Context: an optimization exercise on an open-source flow, tuned for small area, a short achievable clock period and few clock cycles per item. The choices shown serve that exercise and are no tape-out recipe. Only simulation tests tie the RTL to the original design; equivalence was not proved. No activity file was given, so power comes from the tool's default toggle rates.

--- design/flow/design.v ---
`default_nettype none
package hba_pkg;
   localparam int DATA_W      = 32;
   localparam int WIDE_W      = 64;
   localparam int CNT_W       = 5;
   localparam int CSR_IDX_W   = 3;
   localparam int REQ_TDATA_W = 72;
   localparam int REQ_TUSER_W = 3;
   localparam int RSP_TDATA_W = 72;
   localparam logic [WIDE_W-1:0] ONE_Q16   = 64'd65536;
   localparam logic [33:0]       STEP_CAP  = 34'h2_0000_0000;
   localparam logic [DATA_W-1:0] Q_MAX     = 32'h7fff_ffff;
   localparam logic [DATA_W-1:0] Q_MIN     = 32'h8000_0000;
   localparam logic [CNT_W-1:0]  CNT_LAST  = 5'd31;
   typedef enum logic [2:0] {
      CMD_SPIKE      = 3'd0,
      CMD_RATE_EVENT = 3'd1,
      CMD_TOGGLE     = 3'd2,
      CMD_TICK       = 3'd3,
      CMD_SET_ACTIVE = 3'd4,
      CMD_RESET      = 3'd5
   } hba_cmd_type;
   typedef enum logic [CSR_IDX_W-1:0] {
      REG_BIAS_RATE    = 3'd0,
      REG_TARGET_GAIN  = 3'd1,
      REG_RATE_SCALE   = 3'd2,
      REG_THRESHOLD    = 3'd3,
      REG_BIAS_FLOOR   = 3'd4,
      REG_BIAS_CEILING = 3'd5,
      REG_BIAS_INITIAL = 3'd6
   } hba_reg_type;
   typedef struct packed {
      logic [DATA_W-1:0] bias_rate;
      logic [DATA_W-1:0] target_rate_gain;
      logic [DATA_W-1:0] rate_scale;
      logic [DATA_W-1:0] potential_threshold;
      logic [DATA_W-1:0] bias_floor;
      logic [DATA_W-1:0] bias_ceiling;
      logic [DATA_W-1:0] bias_initial;
   } hba_cfg_type;
   localparam hba_cfg_type CFG_RESET = {
      32'd0,
      32'd0,
      32'd65536,
      32'd0,
      32'h8000_0000,
      32'h7fff_ffff,
      32'd0
   };
   typedef struct packed {
      logic busy;
      logic neg;
   } hba_unit_status_type;
   typedef enum logic [1:0] {
      UNIT_IDLE,
      UNIT_MUL1,
      UNIT_MAG,
      UNIT_MUL2
   } hba_unit_state_type;
   typedef enum logic [1:0] {
      ST_IDLE,
      ST_RUN,
      ST_UPDATE,
      ST_OUTPUT
   } hba_state_type;
endpackage
`default_nettype wire
`default_nettype none
import hba_pkg::*;
module hba_csr_regs
(
   input  logic                 clock,
   input  logic                 reset,
   input  logic                 csr_wr_en,
   input  logic [CSR_IDX_W-1:0] csr_index,
   input  logic [DATA_W-1:0]    csr_wdata,
   output hba_pkg::hba_cfg_type          cfg
);
   hba_pkg::hba_cfg_type cfg_ff, cfg_in;
   always_comb begin
      cfg_in = cfg_ff;
      if (csr_wr_en) begin
         unique case (csr_index)
            REG_BIAS_RATE:    cfg_in.bias_rate           = csr_wdata;
            REG_TARGET_GAIN:  cfg_in.target_rate_gain    = csr_wdata;
            REG_RATE_SCALE:   cfg_in.rate_scale          = csr_wdata;
            REG_THRESHOLD:    cfg_in.potential_threshold = csr_wdata;
            REG_BIAS_FLOOR:   cfg_in.bias_floor          = csr_wdata;
            REG_BIAS_CEILING: cfg_in.bias_ceiling        = csr_wdata;
            REG_BIAS_INITIAL: cfg_in.bias_initial        = csr_wdata;
            default:          cfg_in = cfg_ff;
         endcase
      end
   end
   always_ff @(posedge clock) begin
      if (reset) begin
         cfg_ff <= CFG_RESET;
      end else begin
         cfg_ff <= cfg_in;
      end
   end
   assign cfg = cfg_ff;
endmodule
`default_nettype wire
`default_nettype none
import hba_pkg::*;
module hba_scaler
(
   input  logic                    clock,
   input  logic                    reset,
   input  logic                    start,
   input  logic signed [DATA_W:0]  operand,
   input  logic [DATA_W-1:0]       elapsed,
   input  logic                    offset_en,
   input  logic [DATA_W-1:0]       gain,
   output hba_pkg::hba_unit_status_type     status,
   output logic [WIDE_W-1:0]       magnitude
);
   hba_pkg::hba_unit_state_type state_ff, state_in;
   logic [WIDE_W-1:0]  acc_ff, acc_in;
   logic [DATA_W-1:0]  low_ff, low_in;
   logic [WIDE_W-1:0]  mcand_ff, mcand_in;
   logic [DATA_W-1:0]  mult_ff, mult_in;
   logic [CNT_W-1:0]   cnt_ff, cnt_in;
   logic               sign_ff, sign_in;
   logic               off_ff, off_in;
   logic               neg_ff, neg_in;
   logic [WIDE_W:0]    sum;
   logic [WIDE_W-1:0]  prod;
   logic [WIDE_W:0]    diff;
   logic [DATA_W:0]    op_mag;
   always_comb begin
      state_in = state_ff;
      unique case (state_ff)
         UNIT_IDLE: if (start) state_in = UNIT_MUL1;
         UNIT_MUL1: if (cnt_ff == CNT_LAST) state_in = UNIT_MAG;
         UNIT_MAG:  state_in = UNIT_MUL2;
         UNIT_MUL2: if (cnt_ff == CNT_LAST) state_in = UNIT_IDLE;
         default:   state_in = UNIT_IDLE;
      endcase
   end
   always_comb begin
      sum    = {1'b0, acc_ff} + (mult_ff[0] ? {1'b0, mcand_ff} : {(WIDE_W+1){1'b0}});
      prod   = {acc_ff[DATA_W-1:0], low_ff};
      diff   = {1'b0, prod} - {1'b0, ONE_Q16};
      op_mag = operand[DATA_W] ? (~$unsigned(operand) + 33'd1) : $unsigned(operand);
      acc_in   = acc_ff;
      low_in   = low_ff;
      mcand_in = mcand_ff;
      mult_in  = mult_ff;
      cnt_in   = cnt_ff;
      sign_in  = sign_ff;
      off_in   = off_ff;
      neg_in   = neg_ff;
      unique case (state_ff)
         UNIT_IDLE: begin
            if (start) begin
               acc_in   = '0;
               low_in   = '0;
               mcand_in = {{(WIDE_W-DATA_W-1){1'b0}}, op_mag};
               mult_in  = elapsed;
               cnt_in   = '0;
               sign_in  = operand[DATA_W];
               off_in   = offset_en;
            end
         end
         UNIT_MUL1, UNIT_MUL2: begin
            acc_in  = sum[WIDE_W:1];
            low_in  = {sum[0], low_ff[DATA_W-1:1]};
            mult_in = {1'b0, mult_ff[DATA_W-1:1]};
            cnt_in  = cnt_ff + 5'd1;
         end
         UNIT_MAG: begin
            acc_in  = '0;
            low_in  = '0;
            mult_in = gain;
            cnt_in  = '0;
            if (!off_ff) begin
               mcand_in = prod;
               neg_in   = sign_ff;
            end else if (sign_ff) begin
               mcand_in = prod + ONE_Q16;
               neg_in   = 1'b1;
            end else if (diff[WIDE_W]) begin
               mcand_in = ONE_Q16 - prod;
               neg_in   = 1'b1;
            end else begin
               mcand_in = diff[WIDE_W-1:0];
               neg_in   = 1'b0;
            end
         end
         default: begin
            acc_in = acc_ff;
         end
      endcase
   end
   always_ff @(posedge clock) begin
      if (reset) begin
         state_ff <= UNIT_IDLE;
         cnt_ff   <= '0;
      end else begin
         state_ff <= state_in;
         cnt_ff   <= cnt_in;
      end
   end
   always_ff @(posedge clock) begin
      acc_ff   <= acc_in;
      low_ff   <= low_in;
      mcand_ff <= mcand_in;
      mult_ff  <= mult_in;
      sign_ff  <= sign_in;
      off_ff   <= off_in;
      neg_ff   <= neg_in;
   end
   assign status.busy = (state_ff != UNIT_IDLE);
   assign status.neg  = neg_ff;
   assign magnitude   = acc_ff;
endmodule
`default_nettype wire
`default_nettype none
import hba_pkg::*;
module homeostatic_bias_adaptation_unit
(
   input  logic                   clock,
   input  logic                   reset,
   input  logic                   req_tvalid,
   output logic                   req_tready,
   input  logic [REQ_TDATA_W-1:0] req_tdata,
   input  logic [REQ_TUSER_W-1:0] req_tuser,
   output logic                   rsp_tvalid,
   input  logic                   rsp_tready,
   output logic [RSP_TDATA_W-1:0] rsp_tdata,
   input  logic                   csr_wr_en,
   input  logic [CSR_IDX_W-1:0]   csr_index,
   input  logic [DATA_W-1:0]      csr_wdata
);
   hba_pkg::hba_cfg_type         cfg;
   hba_pkg::hba_unit_status_type bias_st, target_st;
   logic [WIDE_W-1:0]   bias_mag, target_mag;
   hba_pkg::hba_state_type     state_ff, state_in;
   logic [2:0]        cmd_ff, cmd_in;    
   logic [DATA_W-1:0] ts_ff, ts_in;
   logic [DATA_W-1:0] vm_ff, vm_in;
   logic              flag_ff, flag_in;
   logic [DATA_W-1:0] bias_ff, bias_in;
   logic [DATA_W-1:0] target_ff, target_in;
   logic [DATA_W-1:0] last_bias_ff, last_bias_in;
   logic [DATA_W-1:0] last_rate_ff, last_rate_in;
   logic              prev_above_ff, prev_above_in;
   logic              active_ff, active_in;
   logic                   rsp_valid_ff, rsp_valid_in;
   logic [RSP_TDATA_W-1:0] rsp_data_ff, rsp_data_in;
   logic [2:0]        req_cmd;           
   logic [DATA_W-1:0] req_ts;
   logic              accept, needs_unit, start, rsp_load;
   logic [DATA_W:0]   bias_operand, target_operand, drive;
   logic [DATA_W-1:0] bias_elapsed, target_elapsed;
   logic [33:0]       step_cap;
   logic [35:0]       step_b, nb, floor_x, ceil_x;
   logic [DATA_W-1:0] bias_new;
   logic [WIDE_W-1:0] step_t, t_sum;
   logic [DATA_W-1:0] target_new;
   logic              above;
   hba_csr_regs u_csr (
      .clock     (clock),
      .reset     (reset),
      .csr_wr_en (csr_wr_en),
      .csr_index (csr_index),
      .csr_wdata (csr_wdata),
      .cfg       (cfg)
   );
   assign req_cmd    = req_tuser;
   assign req_ts     = req_tdata[DATA_W-1:0];
   assign accept     = req_tvalid && req_tready;
   assign needs_unit = active_ff && (req_cmd == CMD_SPIKE || req_cmd == CMD_RATE_EVENT ||
                                     req_cmd == CMD_TICK);
   assign start      = accept && needs_unit;
   assign bias_operand   = {target_ff[DATA_W-1], target_ff};
   assign bias_elapsed   = req_ts - last_bias_ff;
   assign drive          = prev_above_ff ? {cfg.rate_scale[DATA_W-1], cfg.rate_scale}
                                         : {(DATA_W+1){1'b0}};
   assign target_operand = drive - {target_ff[DATA_W-1], target_ff};
   assign target_elapsed = req_ts - last_rate_ff;
   hba_scaler u_bias_scaler (
      .clock     (clock),
      .reset     (reset),
      .start     (start),
      .operand   (bias_operand),
      .elapsed   (bias_elapsed),
      .offset_en (req_cmd == CMD_SPIKE),
      .gain      (cfg.bias_rate),
      .status    (bias_st),
      .magnitude (bias_mag)
   );
   hba_scaler u_target_scaler (
      .clock     (clock),
      .reset     (reset),
      .start     (start),
      .operand   (target_operand),
      .elapsed   (target_elapsed),
      .offset_en (1'b0),
      .gain      (cfg.target_rate_gain),
      .status    (target_st),
      .magnitude (target_mag)
   );
   always_comb begin
      state_in = state_ff;
      unique case (state_ff)
         ST_IDLE:   if (req_tvalid) state_in = needs_unit ? ST_RUN : ST_UPDATE;
         ST_RUN:    if (!bias_st.busy && !target_st.busy) state_in = ST_UPDATE;
         ST_UPDATE: state_in = ST_OUTPUT;
         ST_OUTPUT: if (!rsp_valid_ff || rsp_tready) state_in = ST_IDLE;
         default:   state_in = ST_IDLE;
      endcase
   end
   always_comb begin
      req_tready = 1'b0;
      rsp_load   = 1'b0;
      unique case (state_ff)
         ST_IDLE:   req_tready = 1'b1;
         ST_OUTPUT: rsp_load   = !rsp_valid_ff || rsp_tready;
         default:   req_tready = 1'b0;
      endcase
   end
   always_comb begin
      step_cap = (bias_mag > {{(WIDE_W-34){1'b0}}, STEP_CAP}) ? STEP_CAP : bias_mag[33:0];
      step_b   = bias_st.neg ? (~{2'b00, step_cap} + 36'd1) : {2'b00, step_cap};
      nb       = {{4{bias_ff[DATA_W-1]}}, bias_ff} + step_b;
      floor_x  = {{4{cfg.bias_floor[DATA_W-1]}}, cfg.bias_floor};
      ceil_x   = {{4{cfg.bias_ceiling[DATA_W-1]}}, cfg.bias_ceiling};
      if ($signed(nb) <= $signed(floor_x)) begin
         bias_new = cfg.bias_floor;
      end else if ($signed(nb) >= $signed(ceil_x)) begin
         bias_new = cfg.bias_ceiling;
      end else begin
         bias_new = nb[DATA_W-1:0];
      end
      step_t = target_st.neg ? (~target_mag + 64'd1) : target_mag;
      t_sum  = {{(WIDE_W-DATA_W){target_ff[DATA_W-1]}}, target_ff} + step_t;
      if ((t_sum[WIDE_W-1:DATA_W-1] == '0) || (t_sum[WIDE_W-1:DATA_W-1] == '1)) begin
         target_new = t_sum[DATA_W-1:0];
      end else begin
         target_new = t_sum[WIDE_W-1] ? Q_MIN : Q_MAX;
      end
      above = $signed(vm_ff) > $signed(cfg.potential_threshold);
   end
   always_comb begin
      cmd_in        = cmd_ff;
      ts_in         = ts_ff;
      vm_in         = vm_ff;
      flag_in       = flag_ff;
      bias_in       = bias_ff;
      target_in     = target_ff;
      last_bias_in  = last_bias_ff;
      last_rate_in  = last_rate_ff;
      prev_above_in = prev_above_ff;
      active_in     = active_ff;
      if (accept) begin
         cmd_in  = req_cmd;
         ts_in   = req_ts;
         vm_in   = req_tdata[2*DATA_W-1:DATA_W];
         flag_in = req_tdata[2*DATA_W];
      end
      if (state_ff == ST_UPDATE) begin
         unique case (cmd_ff)
            CMD_SPIKE: begin
               if (active_ff) begin
                  bias_in      = bias_new;
                  last_bias_in = ts_ff;
               end
            end
            CMD_RATE_EVENT, CMD_TICK: begin
               if (active_ff) begin
                  if (cmd_ff == CMD_RATE_EVENT) begin
                     bias_in      = bias_new;
                     last_bias_in = ts_ff;
                  end
                  target_in     = target_new;
                  last_rate_in  = ts_ff;
                  prev_above_in = above;
               end
            end
            CMD_TOGGLE: begin
               active_in = !active_ff;
               if (!active_ff) begin
                  last_bias_in  = ts_ff;
                  last_rate_in  = ts_ff;
                  prev_above_in = above;
               end
            end
            CMD_SET_ACTIVE: begin
               active_in = flag_ff;
               if (flag_ff) begin
                  last_bias_in  = ts_ff;
                  last_rate_in  = ts_ff;
                  prev_above_in = above;
               end
            end
            CMD_RESET: begin
               bias_in       = cfg.bias_initial;
               target_in     = '0;
               last_bias_in  = '0;
               last_rate_in  = '0;
               prev_above_in = above;
            end
            default: begin
               bias_in = bias_ff;
            end
         endcase
      end
   end
   always_comb begin
      rsp_valid_in = rsp_valid_ff && !rsp_tready;
      rsp_data_in  = rsp_data_ff;
      if (rsp_load) begin
         rsp_valid_in = 1'b1;
         rsp_data_in  = {{(RSP_TDATA_W-2*DATA_W-1){1'b0}}, active_ff, target_ff, bias_ff};
      end
   end
   always_ff @(posedge clock) begin
      if (reset) begin
         state_ff      <= ST_IDLE;
         rsp_valid_ff  <= 1'b0;
         bias_ff       <= CFG_RESET[DATA_W-1:0];   
         target_ff     <= '0;
         last_bias_ff  <= '0;
         last_rate_ff  <= '0;
         prev_above_ff <= 1'b0;
         active_ff     <= 1'b0;
      end else begin
         state_ff      <= state_in;
         rsp_valid_ff  <= rsp_valid_in;
         bias_ff       <= bias_in;
         target_ff     <= target_in;
         last_bias_ff  <= last_bias_in;
         last_rate_ff  <= last_rate_in;
         prev_above_ff <= prev_above_in;
         active_ff     <= active_in;
      end
   end
   always_ff @(posedge clock) begin
      cmd_ff      <= cmd_in;
      ts_ff       <= ts_in;
      vm_ff       <= vm_in;
      flag_ff     <= flag_in;
      rsp_data_ff <= rsp_data_in;
   end
   assign rsp_tvalid = rsp_valid_ff;
   assign rsp_tdata  = rsp_data_ff;
endmodule
`default_nettype wire
--- design/flow/run.sh ---
#!/bin/bash
# synth_recipe.tcl (not shown) runs the flow's synth.tcl, then flattens the netlist and writes it again
# the make line also repeats each setting of config.mk as NAME=value (left out here)
make -C /OpenROAD-flow-scripts/flow DESIGN_CONFIG=/design/flow/config.mk WORK_HOME=/design/flow/orfs CLKGATE_MAP_FILE= SYNTH_SCRIPT=/design/flow/synth_recipe.tcl finish
--- design/flow/config.mk ---
export PLATFORM = sky130hd
export DESIGN_NAME = homeostatic_bias_adaptation_unit
export DESIGN_NICKNAME = homeostatic_bias_adaptation_unit
export VERILOG_FILES = /design/flow/design.v
export SDC_FILE = /design/flow/constraint.sdc
export NUM_CORES = 4
export LEC_CHECK = 0
export CAP_MARGIN = 20
export CORE_MARGIN = 2
export CORE_UTILIZATION = 40
export SLEW_MARGIN = 20
--- design/flow/constraint.sdc ---
create_clock -name core_clock -period 9.0 [get_ports {clock}]
set_input_delay 1.8000 -clock core_clock [delete_from_list [all_inputs] [get_ports {clock}]]
set_output_delay 1.8000 -clock core_clock [all_outputs]
set_load 0.01 [all_outputs]
==> run_results.csv <==
group,metric,value,unit
outcome,outcome,"timing/DRC/antenna clean",
worst_setup_path,path_max_fanout,29,
synth,synth_top_family_by_area,"simple AND/OR/NAND/NOR gates",
placed_design,place_ws,0.00403,ns
synth,synth_compound_area_share,20.0,%
power,p_clk_share,26.5,%
power,power.share.switching,38.4,%
synth,synthFlopType,"edfxtp_1",
floorplan,fp.dieH,391,um
clock_tree,cts_tree,"done",
clock_tree,numCtsBuffers,102,
power,pwr-share-comb,39.1,%
grt,groute.usage.overall,24.1,%
worst_setup_path,path_cells,"or4_1 -> or4_4 -> nor3_2 -> nand4b_1 -> or3b_1 -> or4_1 -> or2_1 -> o41ai_1 -> xnor2_1 -> ha_1 -> a21oi_1 -> o21ai_0 -> a221oi_1 -> o21ai_0 -> a221oi_1 -> o21ai_1 -> xor2_1 -> or4_1 -> or4_1 -> or4_1 -> or4b_4 -> o31ai_4 -> buf_12 -> a221oi_1",
power,seq_power_share,34.4,%
synth,ys_warn_count,3,
floorplan,fp.dieW,391,um
routing,finalWirelength,189000,um
clock_tree,cts_root_buf,"clkbuf_16",
power,peakVddDrop,172,uV
timing,setup_viol,0,
synth,syn_inst,6923,
power,p_switching,6.46,mW
grt,antenna_found_initial,3,
synth,ys_async_sr_fraction,0,%
clock_tree,ctsHtreeMaxLevel,3,
grt,grt-ovfl-total,0,
layout,drive_gt1_share,5.84,%
timing,slew_viol_final,0,
timing,worst_pin_slew,1.03,ns
routing,drt-pass1-iter-count,8,
power,total_power,16.8,mW
grt,grt_pass1_wl,289000,um
placed_design,portBuffers,174,
routing,route.detailed.drc,0,
placed_design,place_congestion,0.956,
worst_setup_path,worstPathRequired,9.55,ns
flow_run,max-cap-violations,0,
power,pwr_density_cell,249,nW/um^2
synth,synth-seq-area-share,38.6,%
worst_setup_path,cp-start-kind,"register",
synth,synthAdderAreaFrac,9.70,%
synth,synth-xor-area-share,6.62,%
layout,syn_to_final_growth,12.7,%
synth,synth_edf_count,522,
floorplan,core_area,149000,sq um
clock_tree,cts_hold_buf,0,
clock_tree,insertion_delay,0.76,ns
synth,synth.distinct_cells,95,
floorplan,num_rows,142,
clock_tree,cts_num_sinks,893,
routing,vias,51900,
routing,vias_per_cell,5.76,
timing,maxSlewHeadroom,31.7,%
clock_tree,clock_path_buffers,3,
worst_setup_path,worst_setup_path_end_kind,"register",
routing,drt_iter0_markers,4558,
clock_tree,clk_pin_slew,0.07,ns
timing,final_hold_viol_count,0,
timing,fin_ws,0.413,ns
power,p_leak,25.7,nW
worst_setup_path,worst_path_most_repeated_cell,"or4_1",
timing,fin_crit_sh,95.4,%
timing,period_needed,8.59,ns
worst_setup_path,worstSetupPathType,"reg -> reg",
synth,synth-seq-cells,893,
grt,grt_pass1_vias,48800,
layout,num-nets-final,7559,
worst_setup_path,slowest_delay,0.61,ns
worst_setup_path,crit_slowest_cell,"or4_1",
routing,wl_per_cell,21.0,um
floorplan,die-area,153000,sq um
timing,max_freq,0.116,GHz
worst_setup_path,cp.arrival,9.14,ns
synth,yosys.area_share.simple,20.1,%
synth,syn-cell-area,59900,sq um
timing,fin_skew,0.0567,ns
floorplan,start_util,40.1,%
min_path,hold_path.class,"reg -> reg",
grt,grt_max_degree,114,
placed_design,place_hpwl,139000,um
synth,synthMuxAreaShare,0.735,%
power,p_int,10.4,mW
synth,postSynthAreaPerCell,8.65,sq um
floorplan,io_pins,189,
routing,final_antenna_net_count,0,
timing,fin_tns_setup,0,ns
-- cell type report --
class	count	area, sq um
fill	14500	81700
multi-input combinational	5379	34500
sequential	893	23100
clock buffer	131	2820
timing repair buffer	284	2610
tap	1944	2430
inverter	324	1230
clock inverter	63	779
antenna	1	2.50
-- per-stage QoR --
step           util [%]  hold slack, ns  area, sq um  cells
2_1_floorplan         -           0.400        59900   6929
3_3_place_gp       42.8           0.412        63800   8822
3_5_place_dp       42.8           0.415        63800   8822
4_1_cts            45.2           0.431        67400   9016
5_1_grt            45.2           0.450        67500   9018
6_report           45.2           0.428        67500   9019
-- synthesized netlist by cell type, types with 17 or more instances --
| cell | count | area (sq um) |
|---|---|---|
| nor3_1 | 88 | 440 |
| or3_1 | 65 | 407 |
| dfxtp_1 | 371 | 7430 |
| edfxtp_1 | 522 | 15700 |
| o21bai_1 | 42 | 315 |
| o21a_1 | 56 | 420 |
| a221oi_1 | 99 | 867 |
| o41ai_1 | 26 | 228 |
| or2_2 | 23 | 144 |
| nor2b_1 | 56 | 350 |
| a211oi_1 | 72 | 541 |
| a31oi_1 | 43 | 269 |
| xor2_1 | 163 | 1430 |
| nand3_1 | 191 | 956 |
| a21oi_1 | 750 | 3750 |
| nand2b_1 | 60 | 375 |
| o221ai_1 | 35 | 307 |
| clkbuf_1 | 307 | 1150 |
| o31ai_1 | 58 | 435 |
| and3_1 | 51 | 319 |
| nand4_1 | 84 | 526 |
| nor2_1 | 459 | 1720 |
| or4_1 | 33 | 248 |
| ha_1 | 453 | 5670 |
| mux2_2 | 24 | 270 |
| xnor2_1 | 288 | 2520 |
| a21o_1 | 159 | 1190 |
| o211ai_1 | 39 | 293 |
| nor4_1 | 41 | 257 |
| mux2i_1 | 17 | 170 |
| nand2_1 | 966 | 3630 |
| inv_1 | 322 | 1210 |
| and2_1 | 315 | 1970 |
| o21ai_0 | 334 | 1670 |
| nand3b_1 | 41 | 308 |
-- metal layers --
layer / track usage (%) / share of wire (%) / vias to the layer above
met3: 3.26 / 5.9 / 286
met1: 33.7 / 46 / 24900
met4: 8.29 / 3.6 / 0
li1: - / - / 25100
met2: 38.0 / 44 / 1593
met5: 0 / 0 / -
-- power by group through the flow --
stage	registers (mW)	clock network, mW	logic [mW]
floorplan	5.72	0	4.78
detailed placement	5.86	0	6.48
global placement	5.85	0	6.40
CTS	5.78	4.54	6.52
global route	5.86	4.69	7.24
finish	5.80	4.46	6.57
-- kinds of logic after synthesis --
logic type | after synthesis
and+or+nand+nor | 2521
muxes | 41
other | 1
buffers and inverters | 657
DFF | 893
xor gates and xnor gates | 452
AOI/OAI and AO/OA | 1898
adders and majority gates | 460
-- timing repair --
action	in CTS	in global routing
resized for setup	1	18
setup buffers	0	2
pin swaps	0	1
endpoints found under the setup margin	21	61
-- flip-flops by register name (all words and copies together), names as in the netlist, 64 cells and up --
name                      flops
u_target_scaler.mcand_ff     64
u_bias_scaler.acc_ff         64
u_target_scaler.acc_ff       64
rsp_data_ff                  65
u_bias_scaler.mcand_ff       64
u_csr.cfg_ff                224
-- cells in the final DEF (no fill, tap or decap), types with 41 or more instances in the layout --
master,instances
nand2_1,964
a21oi_1,748
edfxtp_1,522
ha_1,449
nor2_1,447
dfxtp_1,370
o21ai_0,330
inv_1,320
and2_1,314
xnor2_1,287
nand3_1,188
clkdlybuf4s50_1,173
xor2_1,163
a21o_1,159
buf_4,106
clkbuf_16,103
a221oi_1,99
nand4_1,84
nor3_1,83
a211oi_1,71
or3_1,65
nand2b_1,60
o31ai_1,58
o21a_1,56
nor2b_1,53
and3_1,51
o21bai_1,42
a31oi_1,42
nand3b_1,41
-- path summary, 6_finish.rpt --
check                                                 from                      to  slack (ns)  depth (start not counted)
worst min register to register     u_target_scaler.sign_ff  u_target_scaler.neg_ff        0.43                          0
worst min-delay path               u_target_scaler.sign_ff  u_target_scaler.neg_ff        0.43                          0
worst max-delay path            u_target_scaler.acc_ff[13]           target_ff[20]        0.41                         24
worst max register to register  u_target_scaler.acc_ff[13]           target_ff[20]        0.41                         24
-- critical path, delay by kind of cell, from the launching register on --
kind / cells / cell delay (ns)
XOR/XNOR: 2 / 0.46
buffers and inverters: 1 / 0.23
AND/OR/NAND/NOR: 11 / 4.97
AO/OA/AOI/OAI: 9 / 1.87
adder cells (fa/ha/maj): 1 / 0.34
flip-flops: 1 / 0.48
Testbench counts, summed over its fixed seeds: cycles 161,306, items 3,840.

-- port drivers added, routing unchanged --
The flow's constraints put no driver on any port. The routed layout listed below was extracted and timed again, unchanged, in two steps.
Step 1 sets driving cells, clkbuf_16 on the clock port and buf_2 on the other inputs (assumed; they add their load-dependent delay and slew).
Step 2 times the ports against the registers' clock, not the clock port: input delays grow and output delays shrink by t, the midpoint of the rising clock arrivals with the driver on.
Slacks: ideal ports / drivers / drivers and shift; pairs: ideal ports / drivers.
shift t [ns]: 0.816
slack for setup (ns): 0.413 / 0.413 / 0.413
worst setup path after step 2: register to register
latest minus earliest clock arrival (ns): 0.058 / 0.058
After both steps setup and hold are still met in this run. The setup slack of this run moves by 0.000 ns with the drivers and by 0.000 ns with both steps.
